From an optimization exercise on the open Yosys and OpenROAD flow, aimed at small area, a short achievable clock period and few clock cycles per item; shortcuts taken in it are not production practice. The RTL was checked by simulation tests, not by an equivalence proof against the original design. Power is estimated from default activity; no workload was simulated.

### flow/run.sh
#!/bin/bash
# synth_recipe.tcl (not shown) runs the flow's synth.tcl, then flattens the netlist and writes it again
# the make line also repeats each setting of config.mk as NAME=value (left out here)
make -C /OpenROAD-flow-scripts/flow DESIGN_CONFIG=/design/flow/config.mk WORK_HOME=/design/flow/orfs CLKGATE_MAP_FILE= SYNTH_SCRIPT=/design/flow/synth_recipe.tcl finish
### flow/config.mk
export PLATFORM = sky130hd
export DESIGN_NAME = linked_piece_set_table
export DESIGN_NICKNAME = linked_piece_set_table
export VERILOG_FILES = /design/flow/design.v
export SDC_FILE = /design/flow/constraint.sdc
export NUM_CORES = 4
export LEC_CHECK = 0
export CAP_MARGIN = 20
export CORE_MARGIN = 2
export CORE_UTILIZATION = 40
export CTS_CLUSTER_DIAMETER = 100
export CTS_CLUSTER_SIZE = 30
export SETUP_SLACK_MARGIN = 4.1
export SLEW_MARGIN = 20
### flow/constraint.sdc
create_clock -name core_clock -period 6.5 [get_ports {clk}]
set_input_delay 1.3000 -clock core_clock [delete_from_list [all_inputs] [get_ports {clk}]]
set_output_delay 1.3000 -clock core_clock [all_outputs]
set_load 0.01 [all_outputs]
### flow/design.v
package lpst_pkg;
    localparam int KEY_W   = 14;
    localparam int SLOT_W  = 5;
    localparam int IN_W    = 16;
    localparam int OUT_W   = 8;
    localparam logic [1:0] CMD_FIND   = 2'd0;
    localparam logic [1:0] CMD_ADD    = 2'd1;
    localparam logic [1:0] CMD_REMOVE = 2'd2;
    localparam logic [1:0] CMD_CLEAR  = 2'd3;
    localparam logic [1:0] ST_DONE      = 2'd0;
    localparam logic [1:0] ST_NOT_FOUND = 2'd1;
    localparam logic [1:0] ST_DUPLICATE = 2'd2;
    localparam logic [1:0] ST_POOL_FULL = 2'd3;
endpackage
module linked_piece_set_table (
    input  logic        clk,
    input  logic        rst_n,
    input  logic        s_tvalid,
    output logic        s_tready,
    input  logic [15:0] s_tdata,
    output logic        m_tvalid,
    input  logic        m_tready,
    output logic [7:0]  m_tdata
);
    localparam int N = 32;
    logic [13:0]  key_q [N];
    logic [N-1:0] valid_q;
    logic [N-1:0] valid_d;
    logic         i_valid;
    logic [1:0]   i_cmd;
    logic [N-1:0] i_match;
    logic [2:0]   qv;           
    logic [6:0]   qd [3];
    logic         rdy_q;
    logic         accept;
    logic         pop;
    assign accept   = s_tvalid && rdy_q;
    assign pop      = qv[0] && m_tready;
    assign s_tready = rdy_q;
    always_ff @(posedge clk or negedge rst_n)
    begin
        if (!rst_n)
            i_valid <= 1'b0;
        else
            i_valid <= accept;
    end
    always_ff @(posedge clk)
    begin
        i_cmd <= s_tdata[1:0];
        for (int i = 0; i < N; i++)
            i_match[i] <= (key_q[i] == s_tdata[15:2]);
    end
    logic [N-1:0] hit;
    logic [N-1:0] lowfree;
    logic         any_hit;
    logic         full;
    logic [4:0]   hit_idx;
    logic [4:0]   free_idx;
    assign hit     = valid_q & i_match;
    assign any_hit = |hit;
    assign full    = &valid_q;
    assign lowfree[0] = !valid_q[0];
    for (genvar g = 1; g < N; g++)
    begin : g_lowfree
        assign lowfree[g] = !valid_q[g] && (&valid_q[g-1:0]);
    end
    always_comb
    begin
        hit_idx  = '0;
        free_idx = '0;
        for (int i = 0; i < N; i++)
        begin
            hit_idx  = hit_idx  | ({5{hit[i]}} & 5'(i));
            free_idx = free_idx | ({5{lowfree[i]}} & 5'(i));
        end
    end
    logic is_find, is_add, is_rem, is_clr;
    assign is_find = (i_cmd == 2'd0);
    assign is_add  = (i_cmd == 2'd1);
    assign is_rem  = (i_cmd == 2'd2);
    assign is_clr  = (i_cmd == 2'd3);
    logic [1:0] r_status;
    logic [4:0] r_slot;
    logic [6:0] r_data;
    always_comb
    begin
        r_status[1] = is_add && (any_hit || full);
        r_status[0] = ((is_find || is_rem) && !any_hit) || (is_add && !any_hit && full);
        if (is_add)
            r_slot = (any_hit || full) ? 5'd0 : free_idx;
        else if (is_clr)
            r_slot = 5'd0;
        else
            r_slot = hit_idx;
        r_data = {r_slot, r_status};
    end
    always_comb
    begin
        valid_d = valid_q;
        if (i_valid)
        begin
            if (is_clr)
                valid_d = '0;
            else if (is_rem)
                valid_d = valid_q & ~hit;
            else if (is_add && !any_hit)
                valid_d = valid_q | lowfree;
        end
    end
    always_ff @(posedge clk or negedge rst_n)
    begin
        if (!rst_n)
            valid_q <= '0;
        else
            valid_q <= valid_d;
    end
    always_ff @(posedge clk)
    begin
        for (int i = 0; i < N; i++)
            if (!valid_d[i])
                key_q[i] <= s_tdata[15:2];
    end
    logic [2:0] qv_d;
    always_comb
    begin
        if (pop)
            qv_d = {1'b0, qv[2:1]};
        else
            qv_d = qv;
        if (i_valid)
            qv_d = {qv_d[1:0], 1'b1};
    end
    always_ff @(posedge clk or negedge rst_n)
    begin
        if (!rst_n)
        begin
            qv    <= '0;
            rdy_q <= 1'b0;
        end
        else
        begin
            qv    <= qv_d;
            rdy_q <= !(qv_d[2] || (qv_d[1] && accept));
        end
    end
    always_ff @(posedge clk)
    begin
        if (pop)
        begin
            qd[0] <= qv[1] ? qd[1] : r_data;
            qd[1] <= qv[2] ? qd[2] : r_data;
            qd[2] <= r_data;
        end
        else
        begin
            if (!qv[0]) qd[0] <= r_data;
            if (!qv[1]) qd[1] <= r_data;
            if (!qv[2]) qd[2] <= r_data;
        end
    end
    assign m_tvalid = qv[0];
    assign m_tdata  = {1'b0, qd[0]};
endmodule
==> results of run 1 <==
## path summary, 6_finish.rpt
kind	depth (start not counted)	endpoint	from
setup / recovery	9	key_q[18][3]$_DFFE_PN_	valid_q[0]$_DFF_PN0_
hold / removal	2	qd[2][0]$_DFF_P_	qd[2][0]$_DFF_P_
setup reg to reg	9	key_q[18][3]$_DFFE_PN_	valid_q[0]$_DFF_PN0_
hold reg to reg	2	qd[2][0]$_DFF_P_	qd[2][0]$_DFF_P_
max in group asynchronous	1	valid_q[9]$_DFF_PN0_	rst_n
min in group asynchronous	1	i_valid$_DFF_PN0_	rst_n
## metal layers
metal | part of all wire | routed length (um) | global-route usage | vias to the layer above
met5 | 0 | 0 | 0 | -
met4 | 0.022 | 1170 | 0.0443 | 0
met3 | 0.067 | 3630 | 0.0356 | 71
met2 | 0.44 | 23700 | 0.263 | 378
met1 | 0.47 | 25400 | 0.262 | 6607
li1 | - | - | - | 5912
## tightest hold or removal path, stage by stage, from the launching register on
cell and delay, ps:
dfxtp_1 350, nand2_1 50, o21ai_0 50
## where the power goes
group	internal (mW)	total (mW)	switching (mW)
sequential	4.08	4.23	0.158
clock	0.660	1.71	1.05
combinational	0.375	0.892	0.517
## per-stage QoR
| step | setup WS, ps | power (mW) | std cells | hold slack [ps] | cell area [um^2] |
|---|---|---|---|---|---|
| finish | 3950 | 6.83 | 2419 | 472 | 26100 |
| global route | 3900 | 7.12 | 2418 | 506 | 26100 |
| CTS | 3950 | 6.86 | 2389 | 471 | 25600 |
| detailed placement | 2730 | 5.16 | 2310 | 444 | 24000 |
| global placement | 2770 | 5.14 | 2310 | 436 | 24000 |
| floorplan | 3970 | 4.87 | 1592 | 425 | 23100 |
## cell families after synthesis
group / Yosys count / synth area share
AOI/OAI and AO/OA: 167 / 0.0497
and+or+nand+nor: 332 / 0.0818
xor gates and xnor gates: 448 / 0.171
buffers and inverters: 98 / 0.0172
DFF: 540 / 0.677
other: 1 / 0.000163
muxes: 6 / 0.00289
## registers in the layout, summed over array words and instances, names as in the netlist
signal,cells
valid_q,32
i_match,32
qv,3
qd,21
i_cmd,2
i_valid,1
key_q,448
rdy_q,1
## timing repair
action | in CTS | in global routing
endpoints found under the setup margin | 509 | 430
resized for setup | 155 | 69
endpoints found under the hold margin | 0 | 0
cloned | 2 | 7
pin swaps | 31 | 21
buffers inserted | 38 | 22
## synth_stat cells (3+ instances only)
library cell,n,area share
o211ai_1,6,0.0020
nor4_2,3,0.0016
a221oi_1,3,0.0011
dfrtp_1,37,0.040
nand4_1,71,0.019
mux2i_1,4,0.0017
nor3_2,4,0.0017
o21a_1,11,0.0036
inv_1,11,0.0018
and3_1,10,0.0027
xor2_1,128,0.049
and4_1,8,0.0031
edfxtp_1,455,0.60
nor4_1,32,0.0087
a22o_1,10,0.0038
buf_1,37,0.0061
nand3_1,43,0.0094
nor2_1,45,0.0074
o22a_1,7,0.0027
xnor2_1,320,0.12
nand2_1,48,0.0078
nor3_1,38,0.0083
dfxtp_1,48,0.042
and2_1,7,0.0019
o21ai_0,50,0.011
a31oi_1,10,0.0027
a22oi_1,18,0.0059
a21oi_1,20,0.0044
o22ai_1,10,0.0027
o31ai_1,3,0.00098
or2_1,3,0.00082
clkbuf_1,33,0.0054
buf_2,15,0.0033
nand2b_1,4,0.0011
## cell type report
| type | count | area (um^2) | share of cell area |
|---|---|---|---|
| timing repair buffer | 112 | 1290 | 0.0495 |
| clock inverter | 5 | 56.3 | 0.00216 |
| clock buffer | 34 | 596 | 0.0228 |
| sequential | 540 | 15600 | 0.597 |
| inverter | 11 | 41.3 | 0.00158 |
| multi-input combinational | 960 | 7580 | 0.290 |
| antenna | 1 | 2.50 | 0.0000959 |
| tap | 756 | 946 | 0.0363 |
==> qor.yml, run 1 <==
outcome: "finished clean"
rows: 87
r2r_slack_ps: 3950
most-common-layout-cells: "edfxtp_1 (455), xnor2_1 (320), xor2_1 (128), nand4_1 (71), dfxtp_1 (47)"
clock-sinks: 540
dp_hpwl_um: 31500
wl_um: 53900
clockBufferDepth: 3
netlist_instances: 1592
antenna_found_initial: 1
postSynthAreaPerCell_um2: 14.4
num_vias: 13000
period_needed_ps: 2550
period_share: 0.392
slew_headroom: 0.345
die_h_um: 244
clockRootBuffer: "clkbuf_16"
routed_via_density: 5.36
synth_flop_cell: "edfxtp_1"
die_w_um: 244
synth_edf_count: 455
die_area_um2: 59300
syn_nets: 1612
tritoncts: "done"
start_util: 0.406
gr-total-overflow: 0
syn_area_um2: 23000
worstMarginPinSlew_ps: 973
critPathMaxStageDelay_ps: 480
avgRoutedWirePerCell_um: 22.3
worst_clock_skew_ps: 25.4
max_cap_violations: 0
insertion_delay_ps: 590
required_ps: 6850
ir_drop_mv: 0.198
slew_viol_final: 0
drive_gt1_frac: 0.147
endpoint_kind: "flop"
io_buffers: 28
layout.nets: 1667
cts_made_buffers: 22
ys_seq_area_frac: 0.677
yosysWarnings: 3
fill_cells: 5028
grt_pass1_wl_um: 79700
drc: 0
worstHoldPathType: "reg -> reg"
path_buf_inv: 3
fmax_ghz: 0.392
track_usage: 0.176
tns_ps: 0
cp.arrival_ps: 2890
setup_viol: 0
crit_fanout: 14
crit_chain: "a222oi_1 -> and3_1 -> nand4_1 -> buf_6 -> nor3_4 -> buf_6 -> and3_4 -> o22ai_4 -> buf_12"
core_um2: 56600
ys_types: 67
gp_congestion: 0.925
cellLeakagePower_nw: 8.89
synth_seq_cells: 540
grt_max_degree: 52
ios: 30
holdBufCountCts: 0
start_kind: "flop"
grt_pass1_vias: 12600
cp_top_family: "simple AND/OR/NAND/NOR gates"
path_class: "reg -> reg"
dr.pass1.iters: 5
syn2layout_area_growth_pct: 13.6
fin_util: 0.461
final_common_cell: "edfxtp_1"
ant_nets: 0
cp_slowest_cell: "a222oi_1"
rsz0062_at_grt: "yes"
drt-initial-drc-count: 1258
path_common_cell: "buf_6"
powerDensity_nw_per_um2: 262
hold_viol_final: 0
synthArstFlopShare: 0.0685
cts_max_level: 1
clk_pin_slew_worst_paths_ps: 110
Testbench counts, summed over its fixed seeds: cycles 24,016, items 24,000.
==> run 2, diff against run 1 <==
--- a/flow/config.mk
+++ b/flow/config.mk
@@ -13,2 +13,3 @@
 export SETUP_SLACK_MARGIN = 4.1
 export SLEW_MARGIN = 20
+export TNS_END_PERCENT = 10
==> qor.yml, run 2 <==
syn2layout_area_growth_pct: 10.1  # was 13.6%
startpoint: "valid_q[2]$_DFF_PN0_"  # was valid_q[0]$_DFF_PN0_
ys_seq_area_frac: 0.677  # unchanged
gr-total-overflow: 0  # unchanged
crit_fanout: 14  # unchanged
worst_clock_skew_ps: 35.7  # was 25.4 ps
die_w_um: 244  # unchanged
wl_um: 50300  # was 53900 um
insertion_delay_ps: 590  # about the same
cellLeakagePower_nw: 8.47  # was 8.89 nW
syn_area_um2: 23000  # unchanged
hold_viol_final: 0  # unchanged
dp.cells: 2325  # was 2310
tritoncts: "done"  # unchanged
ant_nets: 0  # unchanged
fmax_ghz: 0.395  # was 0.392 GHz
powerDensity_nw_per_um2: 268  # was 262 nW/um^2
final_common_cell: "edfxtp_1"  # unchanged
netlist_instances: 1592  # unchanged
synthTopCellsByArea: "edfxtp_1 (60%), xnor2_1 (12%), xor2_1 (4.9%), dfxtp_1 (4.2%), dfrtp_1 (4.0%)"  # unchanged
pre_cts_ws_ps: 3150  # was 2730 ps
start_kind: "flop"  # unchanged
outcome: "finished clean"  # unchanged
crit_chain: "a222oi_1 -> buf_4 -> and3_4 -> and4_4 -> nand3_4 -> buf_4 -> nor2_1 -> o22ai_1 -> buf_4"  # was a222oi_1 -> and3_1 -> nand4_1 -> buf_6 -> nor3_4 -> buf_6 -> and3_4 -> o22ai_4 -> buf_12
io_buffers: 28  # unchanged
power_switching_mw: 1.68  # was 1.72 mW
synth_seq_cells: 540  # unchanged
ios: 30  # unchanged
period_needed_ps: 2530  # was 2550 ps
diodes: 0  # was 1
grt_pass1_vias: 12500  # was 12600
cp_slowest_cell: "dfrtp_2"  # was a222oi_1
setup_viol: 0  # unchanged
die_area_um2: 59300  # unchanged
grt_pass1_wl_um: 77800  # was 79700 um
synth_common_cells: "edfxtp_1 (455), xnor2_1 (320), xor2_1 (128), nand4_1 (71), o21ai_0 (50)"  # unchanged
required_ps: 6850  # about the same
pwr-share-comb: 0.126  # was 0.131
tns_ps: 0  # unchanged
syn_nets: 1612  # unchanged
clock-sinks: 540  # unchanged
cp.arrival_ps: 2880  # was 2890 ps
die_h_um: 244  # unchanged
crit_end: "key_q[19][10]$_DFFE_PN_"  # was key_q[18][3]$_DFFE_PN_
clockBufferDepth: 3  # unchanged
start_util: 0.406  # unchanged
stdcell_count: 2394  # was 2419
yosysMostFrequentCell: "edfxtp_1"  # unchanged
worstReg2RegEnd: "key_q[19][10]$_DFFE_PN_"  # was key_q[18][3]$_DFFE_PN_
most-common-layout-cells: "edfxtp_1 (455), xnor2_1 (320), xor2_1 (128), nand4_1 (71), buf_4 (50)"  # was edfxtp_1 (455), xnor2_1 (320), xor2_1 (128), nand4_1 (71), dfxtp_1 (47)
reg_top3: "key_q (448), i_match (32), valid_q (32)"  # unchanged
fin_area_um2: 25300  # was 26100 um^2
yosysWarnings: 3  # unchanged
avgRoutedWirePerCell_um: 21.0  # was 22.3 um
track_usage: 0.169  # was 0.176
slew_viol_final: 0  # unchanged
critPathMaxStageDelay_ps: 450  # was 480 ps
synthArstFlopShare: 0.0685  # unchanged
period_share: 0.390  # was 0.392
drt-initial-drc-count: 1069  # was 1258
cts_max_level: 1  # unchanged
core_um2: 56600  # unchanged
largest_reg_flops: 448  # unchanged
gp_congestion: 0.898  # was 0.925
worstHoldPathType: "reg -> reg"  # unchanged
clk_pin_slew_worst_paths_ps: 110  # about the same
ir_drop_mv: 0.236  # was 0.198 mV
clockRootBuffer: "clkbuf_16"  # unchanged
dr.pass1.iters: 5  # unchanged
drc: 0  # unchanged
rows: 87  # unchanged
synth.top_cell.area_share: 0.595  # unchanged
r2r_slack_ps: 3970  # was 3950 ps
ys_types: 67  # unchanged
placed_area_um2: 24100  # was 24000 um^2
worstMarginPinSlew_ps: 980  # was 973 ps
yosysTopAreaCell: "edfxtp_1"  # unchanged
clkPwrFrac: 0.251  # was 0.250
timing.final.ws_setup_ps: 3970  # was 3950 ps
antenna_found_initial: 0  # was 1
postSynthAreaPerCell_um2: 14.4  # unchanged
synth_flop_cell: "edfxtp_1"  # unchanged
reg2reg_depth: 9  # unchanged
rsz0062_at_grt: "yes"  # unchanged
holdBufCountCts: 0  # unchanged
path_class: "reg -> reg"  # unchanged
synth_edf_count: 455  # unchanged
endpoint_kind: "flop"  # unchanged
routed_via_density: 5.24  # was 5.36
path_common_cell: "buf_4"  # was buf_6
drive_gt1_frac: 0.111  # was 0.147
grt_max_degree: 50  # was 52
regMostFlops: "key_q"  # unchanged
dp_hpwl_um: 29600  # was 31500 um
fin_util: 0.446  # was 0.461
p_int_mw: 5.10  # was 5.11 mW
rr_startpoint: "valid_q[2]$_DFF_PN0_"  # was valid_q[0]$_DFF_PN0_
max_cap_violations: 0  # unchanged
switching_share: 0.247  # was 0.252
layout.nets: 1642  # was 1667
cts_made_buffers: 22  # unchanged
slew_headroom: 0.347  # was 0.345
sequentialPowerShare: 0.624  # was 0.620
num_vias: 12500  # was 13000
## run 2: power by group through the flow
stage	Combinational [mW]	Sequential (mW)	Clock, mW
4_1_cts	0.856	4.23	1.76
6_report	0.851	4.23	1.70
3_3_place_gp	0.828	4.31	0
2_1_floorplan	0.586	4.27	0
5_1_grt	0.949	4.27	1.86
3_5_place_dp	0.835	4.32	0
## run 2: per-layer routing
metal	track usage	part of all wire
met3	0.0206	0.038
met5	0	0
met1	0.253	0.49
met4	0.0247	0.015
met2	0.269	0.46
## run 2: kinds of logic (layout without fill, tap and decap cells)
logic type | after synthesis | after routing | synth area share
DFF | 540 | 540 | 0.677
buffers and inverters | 98 | 142 | 0.0172
and+or+nand+nor | 332 | 334 | 0.0818
muxes | 6 | 6 | 0.00289
other | 1 | 1 | 0.000163
xor gates and xnor gates | 448 | 448 | 0.171
AOI/OAI and AO/OA | 167 | 167 | 0.0497
## run 2: how the worst min path moves through the flow
| stage | start | to | slack, ps | cells past startpoint |
|---|---|---|---|---|
| floorplan | qd[2][0]$_DFF_P_ | qd[2][0]$_DFF_P_ | 430 | 2 |
| global placement | qd[2][0]$_DFF_P_ | qd[2][0]$_DFF_P_ | 440 | 2 |
| detailed placement | qd[2][0]$_DFF_P_ | qd[2][0]$_DFF_P_ | 450 | 2 |
| CTS | qd[2][0]$_DFF_P_ | qd[2][0]$_DFF_P_ | 480 | 2 |
| global route | qd[2][0]$_DFF_P_ | qd[2][0]$_DFF_P_ | 510 | 2 |
| finish | qd[2][0]$_DFF_P_ | qd[2][0]$_DFF_P_ | 480 | 2 |
## run 2: timing repair
| item | CTS | global route |
|---|---|---|
| setup buffers | 11 | 14 |
| pin swaps | 10 | 9 |
| cloned | 2 | 2 |
| gates resized for setup | 71 | 49 |
| setup endpoints to repair | 521 | 466 |
| hold endpoints to repair | 0 | 0 |
## run 2: worst max-delay path, delay by kind of cell, from the launching register on
family | cells | cell delay (ps)
and+or+nand+nor | 4 | 750
buffers and inverters | 3 | 620
DFF | 1 | 450
AOI/OAI and AO/OA | 2 | 440
## run 2: cell type report
| cell class | count | area (um^2) |
|---|---|---|
| fill | 5041 | 31300 |
| tap | 756 | 946 |
| timing repair buffer | 91 | 843 |
| inverter | 11 | 41.3 |
| sequential | 540 | 15600 |
| clock inverter | 5 | 53.8 |
| multi-input combinational | 956 | 7210 |
| clock buffer | 35 | 603 |
## run 2: through the flow
step / power [mW] / hold WS (ps)
after global placement: 5.14 / 442
final: 6.78 / 484
after detailed placement: 5.15 / 455
after floorplan: 4.86 / 425
after CTS: 6.85 / 484
after global routing: 7.08 / 507
==> run 3, diff against run 2 <==
--- a/flow/config.mk
+++ b/flow/config.mk
@@ -6,4 +6,5 @@
 export NUM_CORES = 4
 export LEC_CHECK = 0
+export ABC_AREA = 1
 export CAP_MARGIN = 20
 export CORE_MARGIN = 2
==> qor.yml, run 3 <==
outcome: "finished clean"  # unchanged
start_kind: "flop"  # unchanged
top_layer_used: "met4"  # unchanged
diodes: 0  # unchanged
powerDensity_nw_per_um2: 259  # was 268 nW/um^2
gr-total-overflow: 0  # unchanged
antenna_found_initial: 3  # was 0
die_area_um2: 62000  # was 59300 um^2
synth_flop_cell: "edfxtp_1"  # unchanged
clockRootBuffer: "clkbuf_16"  # unchanged
period_needed_ps: 2540  # was 2530 ps
insertion_delay_ps: 640  # was 590 ps
dr.pass1.iters: 5  # unchanged
most-common-layout-cells: "edfxtp_1 (455), nand2_1 (387), nor2_1 (120), inv_1 (114), xnor2_1 (106)"  # was edfxtp_1 (455), xnor2_1 (320), xor2_1 (128), nand4_1 (71), buf_4 (50)
dp_hpwl_um: 37700  # was 29600 um
io_buffers: 28  # unchanged
yosysWarnings: 3  # unchanged
synthTopCellsByArea: "edfxtp_1 (57%), nand2_1 (6.2%), dfxtp_1 (4.0%), xnor2_1 (3.9%), dfrtp_1 (3.9%)"  # was edfxtp_1 (60%), xnor2_1 (12%), xor2_1 (4.9%), dfxtp_1 (4.2%), dfrtp_1 (4.0%)
wl_met3_um: 3990  # was 1910 um
grt_pass1_vias: 15400  # was 12500
ys_types: 58  # was 67
wl_um: 62000  # was 50300 um
path_buf_inv: 4  # was 3
rows: 89  # was 87
syn_nets: 2128  # was 1612
largest_reg_flops: 448  # unchanged
grt_max_degree: 63  # was 50
critPathMaxStageDelay_ps: 460  # was 450 ps
crit_fanout: 14  # unchanged
tritoncts: "done"  # unchanged
num_vias: 16100  # was 12500
period_share: 0.391  # was 0.390
worstMarginPinSlew_ps: 943  # was 980 ps
hold_viol_final: 0  # unchanged
netlist_instances: 2108  # was 1592
die_w_um: 249  # was 244 um
yosysTopAreaCell: "edfxtp_1"  # unchanged
max_cap_violations: 0  # unchanged
cp_top_family: "simple AND/OR/NAND/NOR gates"  # unchanged
gp_congestion: 0.917  # was 0.898
slew_headroom: 0.363  # was 0.347
cellLeakagePower_nw: 10.4  # was 8.47 nW
holdBufCountCts: 0  # unchanged
synth.top_cell.area_share: 0.569  # was 0.595
syn_area_um2: 24000  # was 23000 um^2
postSynthAreaPerCell_um2: 11.4  # was 14.4 um^2
reg_top3: "key_q (448), i_match (32), valid_q (32)"  # unchanged
layout.nets: 2199  # was 1642
regMostFlops: "key_q"  # unchanged
avgRoutedWirePerCell_um: 20.9  # was 21.0 um
synth_edf_count: 455  # unchanged
slew_viol_final: 0  # unchanged
worstHoldPathType: "reg -> reg"  # unchanged
wl_met1_um: 27700  # was 24600 um
fmax_ghz: 0.393  # was 0.395 GHz
rsz0062_at_grt: "yes"  # unchanged
core_um2: 59200  # was 56600 um^2
clockBufferDepth: 3  # unchanged
yosysMostFrequentCell: "edfxtp_1"  # unchanged
die_h_um: 249  # was 244 um
cp_slowest_cell: "dfrtp_2"  # unchanged
ys_seq_area_frac: 0.648  # was 0.677
clk_pin_slew_worst_paths_ps: 110  # about the same
drt-initial-drc-count: 1424  # was 1069
track_usage: 0.196  # was 0.169
drc: 0  # unchanged
routed_via_density: 5.41  # was 5.24
synth_common_cells: "edfxtp_1 (455), nand2_1 (398), inv_1 (145), nor2_1 (127), xnor2_1 (106)"  # was edfxtp_1 (455), xnor2_1 (320), xor2_1 (128), nand4_1 (71), o21ai_0 (50)
tns_ps: 0  # unchanged
path_class: "reg -> reg"  # unchanged
start_util: 0.405  # was 0.406
syn2layout_area_growth_pct: 13.2  # was 10.1%
ios: 30  # unchanged
clock-sinks: 540  # unchanged
timing.final.ws_setup_ps: 3960  # was 3970 ps
ant_nets: 0  # unchanged
required_ps: 6900  # was 6850 ps
final_common_cell: "edfxtp_1"  # unchanged
drive_gt1_frac: 0.185  # was 0.111
synthArstFlopShare: 0.0685  # unchanged
worst_clock_skew_ps: 56.7  # was 35.7 ps
ir_drop_mv: 0.274  # was 0.236 mV
setup_viol: 0  # unchanged
fill_cells: 5426  # was 5041
cp.arrival_ps: 2940  # was 2880 ps
synth_seq_cells: 540  # unchanged
grt_pass1_wl_um: 93500  # was 77800 um
cts_made_buffers: 26  # was 22
endpoint_kind: "flop"  # unchanged
pre_cts_ws_ps: 2330  # was 3150 ps
cts_max_level: 1  # unchanged
wl_met2_um: 28600  # was 23100 um
crit_chain: "nand2_1 -> nand2_1 -> nor2_2 -> nand3b_1 -> nor2_2 -> nand2_4 -> nor2_8 -> buf_12 -> inv_8 -> o21ai_1 -> nand3_1 -> o21ai_2 -> clkinvlp_4 -> buf_4"  # was a222oi_1 -> buf_4 -> and3_4 -> and4_4 -> nand3_4 -> buf_4 -> nor2_1 -> o22ai_1 -> buf_4
==> run 3: per-stage QoR <==
| stage | total power [mW] | hold slack (ps) | cells | cell area, um^2 | utilization |
|---|---|---|---|---|---|
| finish | 7.04 | 471 | 2972 | 27200 | 0.459 |
| global route | 7.33 | 503 | 2972 | 27200 | 0.459 |
| CTS | 7.07 | 469 | 2949 | 26700 | 0.451 |
| detailed placement | 5.04 | 443 | 2847 | 25000 | 0.422 |
| global placement | 5.02 | 439 | 2847 | 25000 | 0.422 |
| floorplan | 4.74 | 423 | 2108 | 24100 | - |
==> run 3: path summary, 6_finish.rpt <==
check                                 startpoint                     end  slack [ps]  cells after the start
max                        valid_q[22]$_DFF_PN0_  key_q[28][6]$_DFFE_PN_        3960                     14
min                             qd[2][1]$_DFF_P_        qd[2][1]$_DFF_P_         470                      2
max reg2reg                valid_q[22]$_DFF_PN0_  key_q[28][6]$_DFFE_PN_        3960                     14
min reg2reg                     qd[2][1]$_DFF_P_        qd[2][1]$_DFF_P_         470                      2
max in group asynchronous                  rst_n   valid_q[22]$_DFF_PN0_        5000                      1
min in group asynchronous                  rst_n    valid_q[1]$_DFF_PN0_         810                      1
==> run 3: worst register-to-register path: cells and delay by family (launching register included) <==
| family | cells | cell delay (ps) |
|---|---|---|
| AO/OA/AOI/OAI | 2 | 320 |
| AND/OR/NAND/NOR | 8 | 1000 |
| flip-flops | 1 | 460 |
| buffers and inverters | 4 | 570 |
==> run 3: report_power, final <==
group	switching [mW]	internal, mW
clock	1.20	0.840
sequential	0.112	4.02
combinational	0.554	0.324
==> run 3: cells by family (layout without fill, tap and decap cells) <==
logic type | after synthesis | count (layout) | synth area share
xor+xnor | 189 | 189 | 0.0689
compound gates | 234 | 234 | 0.0626
simple gates | 897 | 897 | 0.179
flops | 540 | 540 | 0.648
other cells | 1 | 1 | 0.000156
mux | 1 | 1 | 0.000417
buf+inv | 246 | 337 | 0.0412
==> run 3: per-layer routing <==
layer,up-vias,track usage
li1,7497,-
met1,7965,0.283
met2,507,0.316
met3,102,0.0208
met4,0,0.0540
met5,-,0
==> run 3: repair_timing <==
item                       CTS  global route
gates cloned                 3             3
pin swaps                   10            15
setup endpoints to repair  522           519
buffers inserted            51            20
gates resized for setup    135            61
==> run 3: cell type report <==
cell class / count / area, um^2 / share of cell area
Multi-Input combinational cell: 1322 / 7710 / 0.284
Inverter: 156 / 673 / 0.0248
Timing Repair Buffer: 130 / 1300 / 0.0477
Timing Repair inverter: 3 / 20.0 / 0.000737
Tap cell: 773 / 967 / 0.0356
Clock buffer: 37 / 713 / 0.0262
Clock inverter: 11 / 224 / 0.00824
Sequential cell: 540 / 15600 / 0.573
==> run 4, diff against run 3 <==
--- a/flow/config.mk
+++ b/flow/config.mk
@@ -6,6 +6,5 @@
 export NUM_CORES = 4
 export LEC_CHECK = 0
-export ABC_AREA = 1
-export CAP_MARGIN = 20
+export CAP_MARGIN = 0
 export CORE_MARGIN = 2
 export CORE_UTILIZATION = 40
@@ -13,4 +12,3 @@
 export CTS_CLUSTER_SIZE = 30
 export SETUP_SLACK_MARGIN = 4.1
-export SLEW_MARGIN = 20
-export TNS_END_PERCENT = 10
+export SLEW_MARGIN = 0
==> qor.yml, run 4 <==
outcome: "finished clean"  # unchanged
fill_cells: 5028  # was 5426
ys_types: 67  # was 58
crit_fanout: 14  # unchanged
antenna_found_initial: 1  # was 3
hold_viol_final: 0  # unchanged
ir_drop_mv: 0.198  # was 0.274 mV
period_share: 0.392  # was 0.391
slew_headroom: 0.345  # was 0.363
largest_reg_flops: 448  # unchanged
die_area_um2: 59300  # was 62000 um^2
drt-initial-drc-count: 1258  # was 1424
dp_hpwl_um: 31500  # was 37700 um
yosysTopAreaCell: "edfxtp_1"  # unchanged
synth_edf_count: 455  # unchanged
crit_end: "key_q[18][3]$_DFFE_PN_"  # was key_q[28][6]$_DFFE_PN_
avgRoutedWirePerCell_um: 22.3  # was 20.9 um
yosysWarnings: 3  # unchanged
reg_top3: "key_q (448), i_match (32), valid_q (32)"  # unchanged
powerDensity_nw_per_um2: 262  # was 259 nW/um^2
netlist_instances: 1592  # was 2108
clk_pin_slew_worst_paths_ps: 110  # about the same
path_depth: 9  # was 14
cp_top_family: "simple AND/OR/NAND/NOR gates"  # unchanged
core_um2: 56600  # was 59200 um^2
ys_seq_area_frac: 0.677  # was 0.648
gr-total-overflow: 0  # unchanged
synth_flop_cell: "edfxtp_1"  # unchanged
path_buf_inv: 3  # was 4
timing.final.ws_setup_ps: 3950  # was 3960 ps
p_total_mw: 6.83  # was 7.04 mW
cts_max_level: 1  # unchanged
synth_seq_cells: 540  # unchanged
final_common_cell: "edfxtp_1"  # unchanged
path_class: "reg -> reg"  # unchanged
ant_nets: 0  # unchanged
max_cap_violations: 0  # unchanged
clockRootBuffer: "clkbuf_16"  # unchanged
cellLeakagePower_nw: 8.89  # was 10.4 nW
grt_pass1_vias: 12600  # was 15400
wl_um: 53900  # was 62000 um
grt_max_degree: 52  # was 63
fmax_ghz: 0.392  # was 0.393 GHz
syn_area_um2: 23000  # was 24000 um^2
r2r_slack_ps: 3950  # was 3960 ps
synthTopCellsByArea: "edfxtp_1 (60%), xnor2_1 (12%), xor2_1 (4.9%), dfxtp_1 (4.2%), dfrtp_1 (4.0%)"  # was edfxtp_1 (57%), nand2_1 (6.2%), dfxtp_1 (4.0%), xnor2_1 (3.9%), dfrtp_1 (3.9%)
cts_made_buffers: 22  # was 26
cp_slowest_cell: "a222oi_1"  # was dfrtp_2
most-common-layout-cells: "edfxtp_1 (455), xnor2_1 (320), xor2_1 (128), nand4_1 (71), dfxtp_1 (47)"  # was edfxtp_1 (455), nand2_1 (387), nor2_1 (120), inv_1 (114), xnor2_1 (106)
gp_congestion: 0.925  # was 0.917
num_vias: 13000  # was 16100
period_needed_ps: 2550  # was 2540 ps
ios: 30  # unchanged
tns_ps: 0  # unchanged
clockBufferDepth: 3  # unchanged
rsz0062_at_grt: "yes"  # unchanged
start_kind: "flop"  # unchanged
worstHoldPathType: "reg -> reg"  # unchanged
io_buffers: 28  # unchanged
die_h_um: 244  # was 249 um
holdBufCountCts: 0  # unchanged
tritoncts: "done"  # unchanged
syn_nets: 1612  # was 2128
die_w_um: 244  # was 249 um
layout.nets: 1667  # was 2199
clock-sinks: 540  # unchanged
required_ps: 6850  # was 6900 ps
endpoint_kind: "flop"  # unchanged
path_common_cell: "buf_6"
yosysMostFrequentCell: "edfxtp_1"  # unchanged
setup_viol: 0  # unchanged
worst_clock_skew_ps: 25.4  # was 56.7 ps
synth.top_cell.area_share: 0.595  # was 0.569
drive_gt1_frac: 0.147  # was 0.185
cp.arrival_ps: 2890  # was 2940 ps
start_util: 0.406  # was 0.405
startpoint: "valid_q[0]$_DFF_PN0_"  # was valid_q[22]$_DFF_PN0_
slew_viol_final: 0  # unchanged
critPathMaxStageDelay_ps: 480  # was 460 ps
postSynthAreaPerCell_um2: 14.4  # was 11.4 um^2
insertion_delay_ps: 590  # was 640 ps
regMostFlops: "key_q"  # unchanged
worstMarginPinSlew_ps: 973  # was 943 ps
syn2layout_area_growth_pct: 13.6  # was 13.2%
crit_chain: "a222oi_1 -> and3_1 -> nand4_1 -> buf_6 -> nor3_4 -> buf_6 -> and3_4 -> o22ai_4 -> buf_12"  # was nand2_1 -> nand2_1 -> nor2_2 -> nand3b_1 -> nor2_2 -> nand2_4 -> nor2_8 -> buf_12 -> inv_8 -> o21ai_1 -> nand3_1 -> o21ai_2 -> clkinvlp_4 -> buf_4
worstReg2RegEnd: "key_q[18][3]$_DFFE_PN_"  # was key_q[28][6]$_DFFE_PN_
grt_pass1_wl_um: 79700  # was 93500 um
rr_startpoint: "valid_q[0]$_DFF_PN0_"  # was valid_q[22]$_DFF_PN0_
drc: 0  # unchanged
routed_via_density: 5.36  # was 5.41
dr.pass1.iters: 5  # unchanged
synth_common_cells: "edfxtp_1 (455), xnor2_1 (320), xor2_1 (128), nand4_1 (71), o21ai_0 (50)"  # was edfxtp_1 (455), nand2_1 (398), inv_1 (145), nor2_1 (127), xnor2_1 (106)
rows: 87  # was 89
track_usage: 0.176  # was 0.196
reg2reg_depth: 9  # was 14
pre_cts_ws_ps: 2730  # was 2330 ps
synthArstFlopShare: 0.0685  # unchanged
==> run 4: worst reg2reg max path, delay by kind of cell, from the launching register on <==
family / cells / cell delay [ps]
AOI/OAI and AO/OA: 2 / 570
and+or+nand+nor: 4 / 820
DFF: 1 / 430
buffers and inverters: 3 / 500
==> run 4: kinds of logic (layout without fill, tap and decap cells) <==
kind of cell              Yosys count  count (layout)  synth area share
xor gates and xnor gates          448             448             0.171
other                               1               2          0.000163
AOI/OAI and AO/OA                 167             169            0.0497
DFF                               540             540             0.677
muxes                               6               6           0.00289
and+or+nand+nor                   332             336            0.0818
buffers and inverters              98             162            0.0172
==> run 4: how the worst min path moves through the flow <==
stage	start	to	slack, ps	depth (start not counted)
floorplan	qd[2][0]$_DFF_P_	qd[2][0]$_DFF_P_	430	2
global placement	qd[2][1]$_DFF_P_	qd[2][1]$_DFF_P_	440	2
detailed placement	qd[2][0]$_DFF_P_	qd[2][0]$_DFF_P_	440	2
CTS	qd[2][0]$_DFF_P_	qd[2][0]$_DFF_P_	470	2
global route	qd[2][1]$_DFF_P_	qd[2][1]$_DFF_P_	510	2
finish	qd[2][0]$_DFF_P_	qd[2][0]$_DFF_P_	470	2
==> run 4: timing repair <==
action | 4_1_cts | 5_1_grt
resized for setup | 155 | 70
setup endpoints to repair | 509 | 430
buffers inserted | 38 | 22
pin swaps | 31 | 21
gates cloned | 2 | 7
==> run 4: layout make-up <==
type | instances | area (um^2) | area share
flip-flops and latches | 540 | 15600 | 0.597
repair buffers | 112 | 1290 | 0.0495
diodes | 1 | 2.50 | 0.0000959
clock inverters | 5 | 56.3 | 0.00216
well taps | 756 | 946 | 0.0363
multi-input cells | 960 | 7580 | 0.290
inverters | 11 | 41.3 | 0.00158
clock buffers | 34 | 596 | 0.0228
==> run 4: metrics by stage <==
step	cell area, um^2	util	cells	hold slack [ps]
2_1_floorplan	23100	-	1592	425
3_3_place_gp	24000	0.425	2310	436
3_5_place_dp	24000	0.425	2310	444
4_1_cts	25600	0.452	2389	471
5_1_grt	26100	0.461	2418	506
6_report	26100	0.461	2419	472
==> run 4: power breakdown <==
group / switching [mW] / internal (mW) / total [mW]
combinational: 0.517 / 0.375 / 0.892
clock: 1.05 / 0.660 / 1.71
sequential: 0.158 / 4.08 / 4.23
total: 1.72 / 5.11 / 6.83
==> run 4: layer usage <==
| layer | up-vias | GRT usage | part of all wire |
|---|---|---|---|
| met4 | 0 | 0.0443 | 0.022 |
| met1 | 6607 | 0.262 | 0.47 |
| met3 | 71 | 0.0356 | 0.067 |
| met5 | - | 0 | 0 |
| met2 | 378 | 0.263 | 0.44 |
| li1 | 5912 | - | - |
==> run 5, diff against run 4 <==
--- a/flow/config.mk
+++ b/flow/config.mk
@@ -6,5 +6,5 @@
 export NUM_CORES = 4
 export LEC_CHECK = 0
-export CAP_MARGIN = 0
+export CAP_MARGIN = 20
 export CORE_MARGIN = 2
 export CORE_UTILIZATION = 40
@@ -12,3 +12,4 @@
 export CTS_CLUSTER_SIZE = 30
 export SETUP_SLACK_MARGIN = 4.1
-export SLEW_MARGIN = 0
+export SLEW_MARGIN = 20
+export TNS_END_PERCENT = 0
==> qor.yml, run 5 <==
holdWs_ps: 475  # was 472 ps
slew_headroom: 0.337  # was 0.345
synth_flop_cell: "edfxtp_1"  # unchanged
routed_via_density: 5.25  # was 5.36
worst_clock_skew_ps: 24.5  # was 25.4 ps
r2r_slack_ps: 3940  # was 3950 ps
tritoncts: "done"  # unchanged
cellLeakagePower_nw: 8.42  # was 8.89 nW
worstMarginPinSlew_ps: 995  # was 973 ps
gr-total-overflow: 0  # unchanged
dp_hpwl_um: 29700  # was 31500 um
diodes: 0  # was 1
start_kind: "flop"  # unchanged
start_util: 0.406  # unchanged
yosysWarnings: 3  # unchanged
reg_top3: "key_q (448), i_match (32), valid_q (32)"  # unchanged
yosysMostFrequentCell: "edfxtp_1"  # unchanged
fmax_ghz: 0.391  # was 0.392 GHz
netlist_instances: 1592  # unchanged
clk_pin_slew_worst_paths_ps: 110  # about the same
dr.pass1.iters: 5  # unchanged
max_cap_violations: 0  # unchanged
syn_area_um2: 23000  # unchanged
required_ps: 6830  # was 6850 ps
yosysTopAreaCell: "edfxtp_1"  # unchanged
insertion_delay_ps: 590  # about the same
rsz0062_at_grt: "yes"  # unchanged
p_total_mw: 6.87  # was 6.83 mW
grt_pass1_vias: 12400  # was 12600
ys_seq_area_frac: 0.677  # unchanged
io_buffers: 28  # unchanged
period_needed_ps: 2560  # was 2550 ps
ys_types: 67  # unchanged
clock-sinks: 540  # unchanged
slew_viol_final: 0  # unchanged
cts_max_level: 1  # unchanged
worstHoldPathType: "reg -> reg"  # unchanged
cts_made_buffers: 23  # was 22
synth_common_cells: "edfxtp_1 (455), xnor2_1 (320), xor2_1 (128), nand4_1 (71), o21ai_0 (50)"  # unchanged
core_um2: 56600  # unchanged
ios: 30  # unchanged
cp.arrival_ps: 2890  # about the same
layout.nets: 1627  # was 1667
fin_util: 0.443  # was 0.461
regMostFlops: "key_q"  # unchanged
tns_ps: 0  # unchanged
largest_reg_flops: 448  # unchanged
drt-initial-drc-count: 981  # was 1258
ir_drop_mv: 0.183  # was 0.198 mV
timing.final.ws_setup_ps: 3940  # was 3950 ps
die_area_um2: 59300  # unchanged
synthTopCellsByArea: "edfxtp_1 (60%), xnor2_1 (12%), xor2_1 (4.9%), dfxtp_1 (4.2%), dfrtp_1 (4.0%)"  # unchanged
grt_pass1_wl_um: 77100  # was 79700 um
synthArstFlopShare: 0.0685  # unchanged
grt_max_degree: 65  # was 52
avgRoutedWirePerCell_um: 20.8  # was 22.3 um
postSynthAreaPerCell_um2: 14.4  # unchanged
wl_um: 49400  # was 53900 um
synth_seq_cells: 540  # unchanged
syn2layout_area_growth_pct: 9.32  # was 13.6%
setup_viol: 0  # unchanged
pre_cts_ws_ps: 2950  # was 2730 ps
endpoint_kind: "flop"  # unchanged
holdBufCountCts: 0  # unchanged
drc: 0  # unchanged
synth.top_cell.area_share: 0.595  # unchanged
outcome: "finished clean"  # unchanged
track_usage: 0.167  # was 0.176
clockBufferDepth: 3  # unchanged
most-common-layout-cells: "edfxtp_1 (455), xnor2_1 (320), xor2_1 (128), nand4_1 (71), dfxtp_1 (48)"  # was edfxtp_1 (455), xnor2_1 (320), xor2_1 (128), nand4_1 (71), dfxtp_1 (47)
syn_nets: 1612  # unchanged
hold_viol_final: 0  # unchanged
path_class: "reg -> reg"  # unchanged
period_share: 0.394  # was 0.392
powerDensity_nw_per_um2: 274  # was 262 nW/um^2
die_w_um: 244  # unchanged
gp_congestion: 0.956  # was 0.925
final_common_cell: "edfxtp_1"  # unchanged
crit_fanout: 14  # unchanged
num_vias: 12500  # was 13000
synth_edf_count: 455  # unchanged
drive_gt1_frac: 0.0905  # was 0.147
clockRootBuffer: "clkbuf_16"  # unchanged
die_h_um: 244  # unchanged
antenna_found_initial: 1  # unchanged
rows: 87  # unchanged
ant_nets: 0  # unchanged
==> run 5: cell count changes in the layout (fill, tap and decap cells not counted), moves of 5 or more <==
cell,previous run,this run
nor2_1,34,44
dlygate4sd2_1,0,9
o22ai_1,3,9
o22ai_4,7,1
o21ai_4,8,0
buf_2,10,1
buf_8,10,2
buf_12,21,1
nor3_4,7,2
dfrtp_1,18,30
nor2_4,6,0
dfrtp_2,19,7
==> run 5: worst max-delay path: stages (launching register included) <==
cell	delay (ps)
dfrtp_1	500
a22oi_2	290
and4b_2	330
nand4_1	100
buf_4	180
nor3_4	320
a41oi_1	200
or2_4	370
==> run 5: cells by family (layout without fill, tap and decap cells) <==
| kind of cell | count (synthesis) | in the layout | share of synthesized area |
|---|---|---|---|
| buffers and inverters | 98 | 130 | 0.0172 |
| flip-flops | 540 | 540 | 0.677 |
| multiplexers | 6 | 6 | 0.00289 |
| XOR/XNOR | 448 | 448 | 0.171 |
| AND/OR/NAND/NOR | 332 | 332 | 0.0818 |
| AO/OA/AOI/OAI | 167 | 167 | 0.0497 |
| other | 1 | 1 | 0.000163 |
==> run 5: cell type report <==
type / instances / area (um^2)
fillers: 5092 / 31500
flip-flops and latches: 540 / 15600
well taps: 756 / 946
multi-input cells: 954 / 7140
inverters: 11 / 41.3
clock buffers: 33 / 613
clock inverters: 9 / 106
repair buffers: 77 / 692
==> run 5: power by group <==
group / switching (mW) / leakage, nW / internal [mW] / total [mW]
registers: 0.164 / 5.66 / 4.08 / 4.24
clock network: 1.07 / 0.344 / 0.730 / 1.80
logic: 0.473 / 2.41 / 0.353 / 0.826
total: 1.71 / 8.42 / 5.16 / 6.87
==> run 5: worst paths after layout <==
kind | startpoint | end | cells after the start
setup / recovery | valid_q[26]$_DFF_PN0_ | key_q[7][0]$_DFFE_PN_ | 7
max in group asynchronous | rst_n | valid_q[4]$_DFF_PN0_ | 1
min in group asynchronous | rst_n | i_valid$_DFF_PN0_ | 1
setup reg to reg | valid_q[26]$_DFF_PN0_ | key_q[7][0]$_DFFE_PN_ | 7
hold / removal | qd[2][0]$_DFF_P_ | qd[2][0]$_DFF_P_ | 2
hold reg to reg | qd[2][0]$_DFF_P_ | qd[2][0]$_DFF_P_ | 2
==> run 5: layer usage <==
layer	global-route usage	wire length [um]	vias up
met5	0	0	-
met1	0.253	24400	6365
met2	0.263	22400	248
met4	0.0307	882	0
met3	0.0187	1780	59
li1	-	-	5825
==> run 5: what timing repair did <==
item                                    4_1_cts  5_1_grt
gates resized for setup                      35       37
endpoints found under the setup margin      507      512
pin swaps                                     1        5
setup buffers                                 3       12
endpoints found under the hold margin         0        0
==> run 5: metrics by stage <==
step	instance area [um^2]	instances
floorplan	23000	1592
global placement	24100	2323
detailed placement	24100	2323
CTS	24900	2368
global route	25100	2380
finish	25100	2380
==> run 6, diff against run 5 <==
--- a/flow/config.mk
+++ b/flow/config.mk
@@ -11,5 +11,5 @@
 export CTS_CLUSTER_DIAMETER = 100
 export CTS_CLUSTER_SIZE = 30
-export SETUP_SLACK_MARGIN = 4.1
+export SETUP_SLACK_MARGIN = 4.2
 export SLEW_MARGIN = 20
-export TNS_END_PERCENT = 0
+export TNS_END_PERCENT = 5
==> qor.yml, run 6 <==
outcome: "finished clean"  # unchanged
synth.top_cell.area_share: 0.595  # unchanged
grt_pass1_wl_um: 80200  # was 77100 um
track_usage: 0.177  # was 0.167
largest_reg_flops: 448  # unchanged
cp.arrival_ps: 1240  # was 2890 ps
ir_drop_mv: 0.211  # was 0.183 mV
setup_viol: 0  # unchanged
sequentialPowerShare: 0.612  # was 0.618
regMostFlops: "key_q"  # unchanged
p_int_mw: 5.15  # was 5.16 mW
netlist_instances: 1592  # unchanged
die_h_um: 244  # unchanged
pwr-share-comb: 0.129  # was 0.120
cts_max_level: 1  # unchanged
reg_top3: "key_q (448), i_match (32), valid_q (32)"  # unchanged
switching_share: 0.254  # was 0.248
clkPwrFrac: 0.259  # was 0.262
fill_cells: 5064  # was 5092
worstHoldPathType: "reg -> reg"  # unchanged
syn_area_um2: 23000  # unchanged
crit_chain: "dlygate4sd2_1"  # was a22oi_2 -> and4b_2 -> nand4_1 -> buf_4 -> nor3_4 -> a41oi_1 -> or2_4
gr-total-overflow: 0  # unchanged
cp_slowest_cell: "edfxtp_1"  # was dfrtp_1
reg2reg_depth: 8  # was 7
worstMarginPinSlew_ps: 966  # was 995 ps
synth_seq_cells: 540  # unchanged
core_um2: 56600  # unchanged
wl_met1_um: 26400  # was 24400 um
routed_via_density: 5.31  # was 5.25
slew_headroom: 0.356  # was 0.337
rows: 87  # unchanged
top_layer_used: "met4"  # unchanged
hold_viol_final: 0  # unchanged
grt_max_degree: 65  # unchanged
powerDensity_nw_per_um2: 271  # was 274 nW/um^2
path_class: "reg -> out"  # was reg -> reg
clk_pin_slew_worst_paths_ps: 110  # about the same
antenna_found_initial: 0  # was 1
num_vias: 12700  # was 12500
drc: 0  # unchanged
holdBufCountCts: 0  # unchanged
tritoncts: "done"  # unchanged
syn2layout_area_growth_pct: 10.8  # was 9.32%
wl_um: 53000  # was 49400 um
die_area_um2: 59300  # unchanged
hold_depth: 2  # unchanged
clockRootBuffer: "clkbuf_16"  # unchanged
wl_met3_um: 2080  # was 1780 um
syn_nets: 1612  # unchanged
most-common-layout-cells: "edfxtp_1 (455), xnor2_1 (320), xor2_1 (128), nand4_1 (71), buf_4 (49)"  # was edfxtp_1 (455), xnor2_1 (320), xor2_1 (128), nand4_1 (71), dfxtp_1 (48)
cp_top_family: "flip-flops"  # was simple AND/OR/NAND/NOR gates
gp_congestion: 0.904  # was 0.956
cts_made_buffers: 23  # unchanged
insertion_delay_ps: 600  # was 590 ps
ys_seq_area_frac: 0.677  # unchanged
worst_clock_skew_ps: 27.3  # was 24.5 ps
avgRoutedWirePerCell_um: 22.2  # was 20.8 um
ios: 30  # unchanged
layout.nets: 1642  # was 1627
path_depth: 1  # was 7
diodes: 0  # unchanged
clockBufferDepth: 3  # unchanged
yosysMostFrequentCell: "edfxtp_1"  # unchanged
power_switching_mw: 1.76  # was 1.71 mW
crit_fanout: 1  # was 14
die_w_um: 244  # unchanged
period_needed_ps: 2540  # was 2560 ps
cellLeakagePower_nw: 8.56  # was 8.42 nW
yosysWarnings: 3  # unchanged
clock-sinks: 540  # unchanged
max_cap_violations: 0  # unchanged
synthArstFlopShare: 0.0685  # unchanged
synth_edf_count: 455  # unchanged
tns_ps: 0  # unchanged
postSynthAreaPerCell_um2: 14.4  # unchanged
path_buf_inv: 1  # unchanged
synthTopCellsByArea: "edfxtp_1 (60%), xnor2_1 (12%), xor2_1 (4.9%), dfxtp_1 (4.2%), dfrtp_1 (4.0%)"  # unchanged
final_common_cell: "edfxtp_1"  # unchanged
ys_types: 67  # unchanged
critPathMaxStageDelay_ps: 360  # was 500 ps
ant_nets: 0  # unchanged
drt-initial-drc-count: 1196  # was 981
rsz0062_at_grt: "yes"  # unchanged
fmax_ghz: 0.394  # was 0.391 GHz
period_share: 0.390  # was 0.394
p_total_mw: 6.91  # was 6.87 mW
grt_pass1_vias: 12300  # was 12400
io_buffers: 28  # unchanged
synth_common_cells: "edfxtp_1 (455), xnor2_1 (320), xor2_1 (128), nand4_1 (71), o21ai_0 (50)"  # unchanged
start_util: 0.406  # unchanged
start_kind: "flop"  # unchanged
slew_viol_final: 0  # unchanged
required_ps: 5200  # was 6830 ps
dr.pass1.iters: 6  # was 5
yosysTopAreaCell: "edfxtp_1"  # unchanged
synth_flop_cell: "edfxtp_1"  # unchanged
endpoint_kind: "output pin"  # was flop
dp_hpwl_um: 32100  # was 29700 um
wl_met2_um: 23500  # was 22400 um
drive_gt1_frac: 0.119  # was 0.0905
==> run 6: cell types whose count changed in the layout (fill, tap and decap cells not counted), sizes merged <==
| cell | previous run | this run |
|---|---|---|
| buf | 64 | 77 |
| clkdlybuf4s15 | 0 | 4 |
| dlygate4sd2 | 9 | 5 |
| or2 | 4 | 6 |
| bufinv | 1 | 0 |
| clkinvlp | 1 | 0 |
| inv | 16 | 15 |
==> run 6: cells by family after synthesis <==
kind of cell / synth area share
XOR/XNOR: 0.171
AND/OR/NAND/NOR: 0.0818
AO/OA/AOI/OAI: 0.0497
buffers and inverters: 0.0172
flip-flops: 0.677
other: 0.000163
multiplexers: 0.00289
==> run 6: worst min-delay path, stage by stage, from the launching register on <==
cell	delay, ps
dfxtp_1	350
nand2_1	60
o21ai_0	60
==> run 6: path summary, 6_finish.rpt <==
| check | start | endpoint | slack (ps) |
|---|---|---|---|
| min in group asynchronous | rst_n | valid_q[3]$_DFF_PN0_ | 840 |
| setup reg to reg | valid_q[13]$_DFF_PN0_ | key_q[18][5]$_DFFE_PN_ | 3980 |
| setup / recovery | qd[0][6]$_DFFE_PP_ | m_tdata[6] | 3960 |
| hold / removal | qd[2][1]$_DFF_P_ | qd[2][1]$_DFF_P_ | 490 |
| hold reg to reg | qd[2][1]$_DFF_P_ | qd[2][1]$_DFF_P_ | 490 |
| max in group asynchronous | rst_n | valid_q[1]$_DFF_PN0_ | 4980 |
==> run 6: routing by layer <==
layer | global-route usage | vias up
li1 | - | 5864
met1 | 0.272 | 6517
met2 | 0.274 | 253
met3 | 0.0186 | 58
met4 | 0.0319 | 0
met5 | 0 | -
==> run 6: final cells by class <==
class,instances,area [um^2],share of cell area
Clock buffer,33,613,0.0241
Clock inverter,6,88.8,0.00349
Inverter,11,41.3,0.00162
Multi-Input combinational cell,956,7310,0.287
Sequential cell,540,15600,0.612
Tap cell,756,946,0.0372
Timing Repair Buffer,90,863,0.0339
==> run 6: what timing repair did <==
| action | in CTS | in global routing |
|---|---|---|
| gates cloned | 2 | 1 |
| resized for setup | 99 | 34 |
| buffers inserted | 18 | 11 |
| setup endpoints to repair | 541 | 513 |
| pin swaps | 10 | 11 |
==> run 6: power by group through the flow <==
stage,logic [mW],clock network [mW],registers [mW]
6_report,0.892,1.79,4.23
5_1_grt,0.977,1.95,4.26
4_1_cts,0.892,1.84,4.23
3_5_place_dp,0.846,0,4.32
3_3_place_gp,0.836,0,4.31
2_1_floorplan,0.586,0,4.27
==> run 6: per-stage QoR <==
step / hold WS (ps) / util / worst slack, ps / area (um^2) / instances
finish: 491 / 0.449 / 3960 / 25400 / 2392
global route: 511 / 0.449 / 3890 / 25400 / 2392
CTS: 484 / 0.446 / 3890 / 25300 / 2380
detailed placement: 457 / 0.425 / 2690 / 24100 / 2321
global placement: 442 / 0.425 / 2720 / 24100 / 2320
floorplan: 425 / - / 3910 / 23000 / 1592
==> run 7, diff against run 6 <==
--- a/flow/config.mk
+++ b/flow/config.mk
@@ -6,10 +6,8 @@
 export NUM_CORES = 4
 export LEC_CHECK = 0
+export ABC_CLOCK_PERIOD_IN_PS = 2500
 export CAP_MARGIN = 20
 export CORE_MARGIN = 2
 export CORE_UTILIZATION = 40
-export CTS_CLUSTER_DIAMETER = 100
-export CTS_CLUSTER_SIZE = 30
-export SETUP_SLACK_MARGIN = 4.2
+export SETUP_SLACK_MARGIN = 4.0
 export SLEW_MARGIN = 20
-export TNS_END_PERCENT = 5
==> qor.yml, run 7 <==
outcome: "finished clean"  # unchanged
most-common-layout-cells: "edfxtp_1 (455), xnor2_1 (320), xor2_1 (128), nand4_1 (71)"  # was edfxtp_1 (455), xnor2_1 (320), xor2_1 (128), nand4_1 (71), buf_4 (49)
rows: 87  # unchanged
insertion_delay_ps: 620  # was 600 ps
synth_xor_area_frac: 0.171  # unchanged
cp_slowest_cell: "dfrtp_2"  # was edfxtp_1
syn_nets: 1612  # unchanged
holdBufCountCts: 0  # unchanged
period_needed_ps: 2510  # was 2540 ps
drc: 0  # unchanged
io_buffers: 28  # unchanged
path_buf_inv: 2  # was 1
ys_seq_area_frac: 0.677  # unchanged
yosysMostFrequentCell: "edfxtp_1"  # unchanged
p_int_mw: 6.20  # was 5.15 mW
worstHoldPathType: "reg -> reg"  # unchanged
synthArstFlopShare: 0.0685  # unchanged
synth_seq_cells: 540  # unchanged
clk_pin_slew_worst_paths_ps: 60  # was 110 ps
core_um2: 56600  # unchanged
worst_clock_skew_ps: 26.4  # was 27.3 ps
cp.arrival_ps: 2860  # was 1240 ps
syn_area_um2: 23000  # unchanged
tritoncts: "done"  # unchanged
crit_chain: "a22o_1 -> and4b_2 -> nand4_1 -> buf_6 -> nor3_4 -> buf_6 -> a31oi_4 -> or2_4"  # was dlygate4sd2_1
power_switching_mw: 1.98  # was 1.76 mW
wl_um: 53200  # was 53000 um
synth.top_cell.area_share: 0.595  # unchanged
synth_compound_area_frac: 0.0497  # unchanged
synth_common_cells: "edfxtp_1 (455), xnor2_1 (320), xor2_1 (128), nand4_1 (71), o21ai_0 (50)"  # unchanged
grt_pass1_wl_um: 79200  # was 80200 um
fmax_ghz: 0.399  # was 0.394 GHz
layout.nets: 1679  # was 1642
clockBufferDepth: 3  # unchanged
holdWs_ps: 468  # was 491 ps
ys_types: 67  # unchanged
die_area_um2: 59300  # unchanged
regMostFlops: "key_q"  # unchanged
reg_top3: "key_q (448), i_match (32), valid_q (32)"  # unchanged
path_common_cell: "buf_6"
antenna_found_initial: 1  # was 0
synth_edf_count: 455  # unchanged
cellLeakagePower_nw: 9.14  # was 8.56 nW
period_share: 0.386  # was 0.390
final_common_cell: "edfxtp_1"  # unchanged
ios: 30  # unchanged
slew_headroom: 0.334  # was 0.356
grt_max_degree: 65  # unchanged
num_vias: 13100  # was 12700
ant_nets: 0  # unchanged
endpoint_kind: "flop"  # was output pin
post_synth_mux_area_share: 0.00289  # unchanged
crit_fanout: 7  # was 1
yosysTopAreaCell: "edfxtp_1"  # unchanged
cts_max_level: 2  # was 1
cts_made_buffers: 54  # was 23
die_h_um: 244  # unchanged
start_kind: "flop"  # unchanged
pwr-share-comb: 0.104  # was 0.129
diodes: 0  # unchanged
largest_reg_flops: 448  # unchanged
worstMarginPinSlew_ps: 989  # was 966 ps
drt-initial-drc-count: 951  # was 1196
yosysWarnings: 3  # unchanged
grt_pass1_vias: 13000  # was 12300
synthTopCellsByArea: "edfxtp_1 (60%), xnor2_1 (12%), xor2_1 (4.9%), dfxtp_1 (4.2%), dfrtp_1 (4.0%)"  # unchanged
gr-total-overflow: 0  # unchanged
avgRoutedWirePerCell_um: 21.6  # was 22.2 um
clkPwrFrac: 0.377  # was 0.259
synth_flop_cell: "edfxtp_1"  # unchanged
synth_adder_area_share: 0  # unchanged
critPathMaxStageDelay_ps: 470  # was 360 ps
path_class: "reg -> reg"  # was reg -> out
sequentialPowerShare: 0.519  # was 0.612
clockRootBuffer: "clkbuf_16"  # unchanged
hold_viol_final: 0  # unchanged
max_cap_violations: 0  # unchanged
cp_top_family: "simple AND/OR/NAND/NOR gates"  # was flip-flops
track_usage: 0.174  # was 0.177
drive_gt1_frac: 0.158  # was 0.119
synth-simple-area-share: 0.0818  # unchanged
dp_hpwl_um: 30400  # was 32100 um
dr.pass1.iters: 5  # was 6
gp_congestion: 0.893  # was 0.904
synth_top_family_by_area: "XOR/XNOR gates"  # unchanged
die_w_um: 244  # unchanged
start_util: 0.406  # unchanged
setup_viol: 0  # unchanged
tns_ps: 0  # unchanged
required_ps: 6850  # was 5200 ps
syn2layout_area_growth_pct: 15.9  # was 10.8%
clock-sinks: 540  # unchanged
rsz0062_at_grt: "yes"  # unchanged
switching_share: 0.242  # was 0.254
slew_viol_final: 0  # unchanged
postSynthAreaPerCell_um2: 14.4  # unchanged
routed_via_density: 5.31  # about the same
netlist_instances: 1592  # unchanged
ir_drop_mv: 0.225  # was 0.211 mV
powerDensity_nw_per_um2: 308  # was 271 nW/um^2
[run 7: cell counts after synthesis]
No cell type changed its count.
[run 7: path summary, 6_finish.rpt]
path	depth (start not counted)	slack, ps	startpoint	to
max	8	3990	valid_q[23]$_DFF_PN0_	key_q[23][1]$_DFFE_PN_
min	2	470	qd[2][0]$_DFF_P_	qd[2][0]$_DFF_P_
max reg2reg	8	3990	valid_q[23]$_DFF_PN0_	key_q[23][1]$_DFFE_PN_
min reg2reg	2	470	qd[2][0]$_DFF_P_	qd[2][0]$_DFF_P_
max in group asynchronous	1	4990	rst_n	valid_q[9]$_DFF_PN0_
min in group asynchronous	1	830	rst_n	qv[0]$_DFF_PN0_
[run 7: cell type report]
cell class | instances | area [um^2]
fill | 4930 | 30000
sequential | 540 | 15600
multi-input combinational | 959 | 7440
clock buffer | 75 | 1480
tap | 756 | 946
timing repair buffer | 93 | 833
clock inverter | 26 | 285
inverter | 11 | 41.3
[run 7: routing by layer]
layer / part of all wire / GRT usage / wire, um
met2: 0.46 / 0.278 / 24700
met3: 0.062 / 0.0382 / 3310
met4: 0.022 / 0.0463 / 1160
met5: 0 / 0 / 0
met1: 0.45 / 0.241 / 24100
[run 7: through the flow]
stage	util	area (um^2)	instances	power (mW)	setup WS (ps)
after floorplan	-	23000	1592	4.86	3970
after global placement	0.424	24000	2310	5.14	3230
after detailed placement	0.424	24000	2310	5.16	3260
after CTS	0.461	26100	2423	8.23	3990
after global routing	0.470	26600	2460	8.50	3920
final	0.470	26600	2460	8.18	3990
[run 7: logic make-up after synthesis]
family	Yosys count
buffers and inverters	98
multiplexers	6
AND/OR/NAND/NOR	332
XOR/XNOR	448
other	1
flip-flops	540
AO/OA/AOI/OAI	167
[run 7: power groups by stage]
| stage | Clock, mW | Sequential, mW | Combinational, mW |
|---|---|---|---|
| floorplan | 0 | 4.27 | 0.589 |
| global placement | 0 | 4.32 | 0.814 |
| detailed placement | 0 | 4.33 | 0.825 |
| CTS | 3.15 | 4.25 | 0.827 |
| global route | 3.29 | 4.28 | 0.938 |
| finish | 3.08 | 4.25 | 0.850 |
[run 7: worst reg2reg max path: cells and delay by family (launching register included)]
kind,cells,cell delay (ps)
AND/OR/NAND/NOR,4,1090
flip-flops,1,470
AO/OA/AOI/OAI,2,350
buffers and inverters,2,340
[run 7: what timing repair did]
action / in CTS / in global routing
resized for setup: 87 / 74
gates cloned: 1 / 5
pin swaps: 11 / 17
buffers inserted: 11 / 32
setup endpoints to repair: 454 / 396
==> run 8, diff against run 7 <==
--- a/flow/config.mk
+++ b/flow/config.mk
@@ -6,8 +6,11 @@
 export NUM_CORES = 4
 export LEC_CHECK = 0
-export ABC_CLOCK_PERIOD_IN_PS = 2500
 export CAP_MARGIN = 20
 export CORE_MARGIN = 2
-export CORE_UTILIZATION = 40
-export SETUP_SLACK_MARGIN = 4.0
+export CORE_UTILIZATION = 50
+export CTS_CLUSTER_DIAMETER = 100
+export CTS_CLUSTER_SIZE = 30
+export PLACE_DENSITY = 0.75
+export SETUP_SLACK_MARGIN = 4.1
 export SLEW_MARGIN = 20
+export TNS_END_PERCENT = 10
==> qor.yml, run 8 <==
outcome: "finished clean"  # unchanged
required_ps: 6830  # was 6850 ps
cts_made_buffers: 21  # was 54
worst_clock_skew_ps: 13.1  # was 26.4 ps
gr-total-overflow: 0  # unchanged
synthArstFlopShare: 0.0685  # unchanged
num_vias: 12800  # was 13100
start_util: 0.506  # was 0.406
ys_seq_area_frac: 0.677  # unchanged
tritoncts: "done"  # unchanged
setup_viol: 0  # unchanged
ios: 30  # unchanged
clk_pin_slew_worst_paths_ps: 110  # was 60 ps
hold_depth: 2  # unchanged
grt_pass1_vias: 12800  # was 13000
final_common_cell: "edfxtp_1"  # unchanged
avgRoutedWirePerCell_um: 21.0  # was 21.6 um
insertion_delay_ps: 570  # was 620 ps
die_h_um: 218  # was 244 um
most-common-layout-cells: "edfxtp_1 (455), xnor2_1 (320), xor2_1 (128), nand4_1 (71), buf_4 (65)"  # was edfxtp_1 (455), xnor2_1 (320), xor2_1 (128), nand4_1 (71)
postSynthAreaPerCell_um2: 14.4  # unchanged
track_usage: 0.199  # was 0.174
period_share: 0.383  # was 0.386
clockBufferDepth: 3  # unchanged
synthTopCellsByArea: "edfxtp_1 (60%), xnor2_1 (12%), xor2_1 (4.9%), dfxtp_1 (4.2%), dfrtp_1 (4.0%)"  # unchanged
synth_flop_cell: "edfxtp_1"  # unchanged
ir_drop_mv: 0.198  # was 0.225 mV
dr.pass1.iters: 5  # unchanged
powerDensity_nw_per_um2: 268  # was 308 nW/um^2
start_kind: "flop"  # unchanged
antenna_found_initial: 0  # was 1
crit_fanout: 14  # was 7
ant_nets: 0  # unchanged
yosysTopAreaCell: "edfxtp_1"  # unchanged
ys_types: 67  # unchanged
cts_max_level: 1  # was 2
synth_seq_cells: 540  # unchanged
layout.nets: 1652  # was 1679
rsz0062_at_grt: "yes"  # unchanged
largest_reg_flops: 448  # unchanged
path_class: "reg -> reg"  # unchanged
die_w_um: 218  # was 244 um
worstHoldPathType: "reg -> reg"  # unchanged
syn2layout_area_growth_pct: 9.13  # was 15.9%
regMostFlops: "key_q"  # unchanged
routed_via_density: 5.69  # was 5.31
whs_endpoint: "qd[2][0]$_DFF_P_"  # unchanged
rows: 78  # was 87
grt_pass1_wl_um: 73800  # was 79200 um
==> run 8: critical path, stage by stage (launching register included) <==
cell	delay (ps)
dfrtp_2	480
a222oi_1	410
and3_4	240
nand4_1	110
buf_6	160
nor3_4	260
and3_1	250
o22ai_1	130
buf_6	200
==> run 8: worst max path at each step <==
stage / startpoint / end
after floorplan: s_tdata[4] / i_match[13]$_DFF_P_
after global placement: s_tdata[13] / i_match[7]$_DFF_P_
after detailed placement: s_tdata[15] / i_match[22]$_DFF_P_
after CTS: qd[0][5]$_DFFE_PP_ / m_tdata[5]
after global routing: valid_q[0]$_DFF_PN0_ / key_q[19][8]$_DFFE_PN_
final: valid_q[0]$_DFF_PN0_ / key_q[18][13]$_DFFE_PN_
==> run 8: per-layer routing <==
metal / wire length, um / part of all wire / GRT usage / vias up
li1: - / - / - / 5890
met1: 21200 / 0.45 / 0.294 / 6427
met2: 21800 / 0.46 / 0.315 / 405
met3: 3040 / 0.065 / 0.0273 / 66
met4: 1050 / 0.022 / 0.0454 / 0
met5: 0 / 0 / 0 / -
==> run 8: where the power goes <==
group          leakage, nW  switching, mW  internal, mW
Sequential            5.66          0.159          4.08
Combinational         2.57          0.491         0.365
Clock                0.282          0.986         0.627
Total                 8.51           1.64          5.07
==> run 8: logic make-up (layout without fill, tap and decap cells) <==
family | Yosys count | count (layout) | share of synthesized area
simple gates | 332 | 335 | 0.0818
mux | 6 | 6 | 0.00289
flops | 540 | 540 | 0.677
buf+inv | 98 | 150 | 0.0172
compound gates | 167 | 167 | 0.0497
xor+xnor | 448 | 448 | 0.171
other cells | 1 | 1 | 0.000163
==> run 8: timing repair <==
| action | CTS | global route |
|---|---|---|
| gates resized for setup | 61 | 47 |
| hold endpoints to repair | 0 | 0 |
| endpoints found under the setup margin | 513 | 422 |
| cloned | 1 | 2 |
| setup buffers | 28 | 6 |
| pin swaps | 9 | 8 |
==> run 8: through the flow <==
| step | cell area (um^2) | power [mW] | hold slack, ps | instances | utilization |
|---|---|---|---|---|---|
| CTS | 24900 | 6.74 | 483 | 2239 | 0.548 |
| global placement | 23900 | 5.11 | 438 | 2171 | 0.526 |
| global route | 25100 | 6.98 | 519 | 2247 | 0.552 |
| finish | 25100 | 6.71 | 481 | 2247 | 0.552 |
| detailed placement | 23900 | 5.15 | 458 | 2172 | 0.527 |
| floorplan | 23000 | 4.86 | 425 | 1592 | - |
==> run 8: final cells by class <==
cell class | count | area, um^2 | area share
clock inverters | 1 | 8.76 | 0.000350
flip-flops and latches | 540 | 15600 | 0.621
inverters | 11 | 41.3 | 0.00165
repair buffers | 101 | 876 | 0.0350
clock buffers | 37 | 586 | 0.0234
multi-input cells | 957 | 7220 | 0.288
well taps | 600 | 751 | 0.0300

Setup slack of run 8, layout unchanged: 4.011 ns with ideal ports, 3.961 ns with driving cells assumed (clock clkbuf_16, inputs buf_2), 3.531 ns with port delays also shifted by the 0.616 ns mid clock arrival.
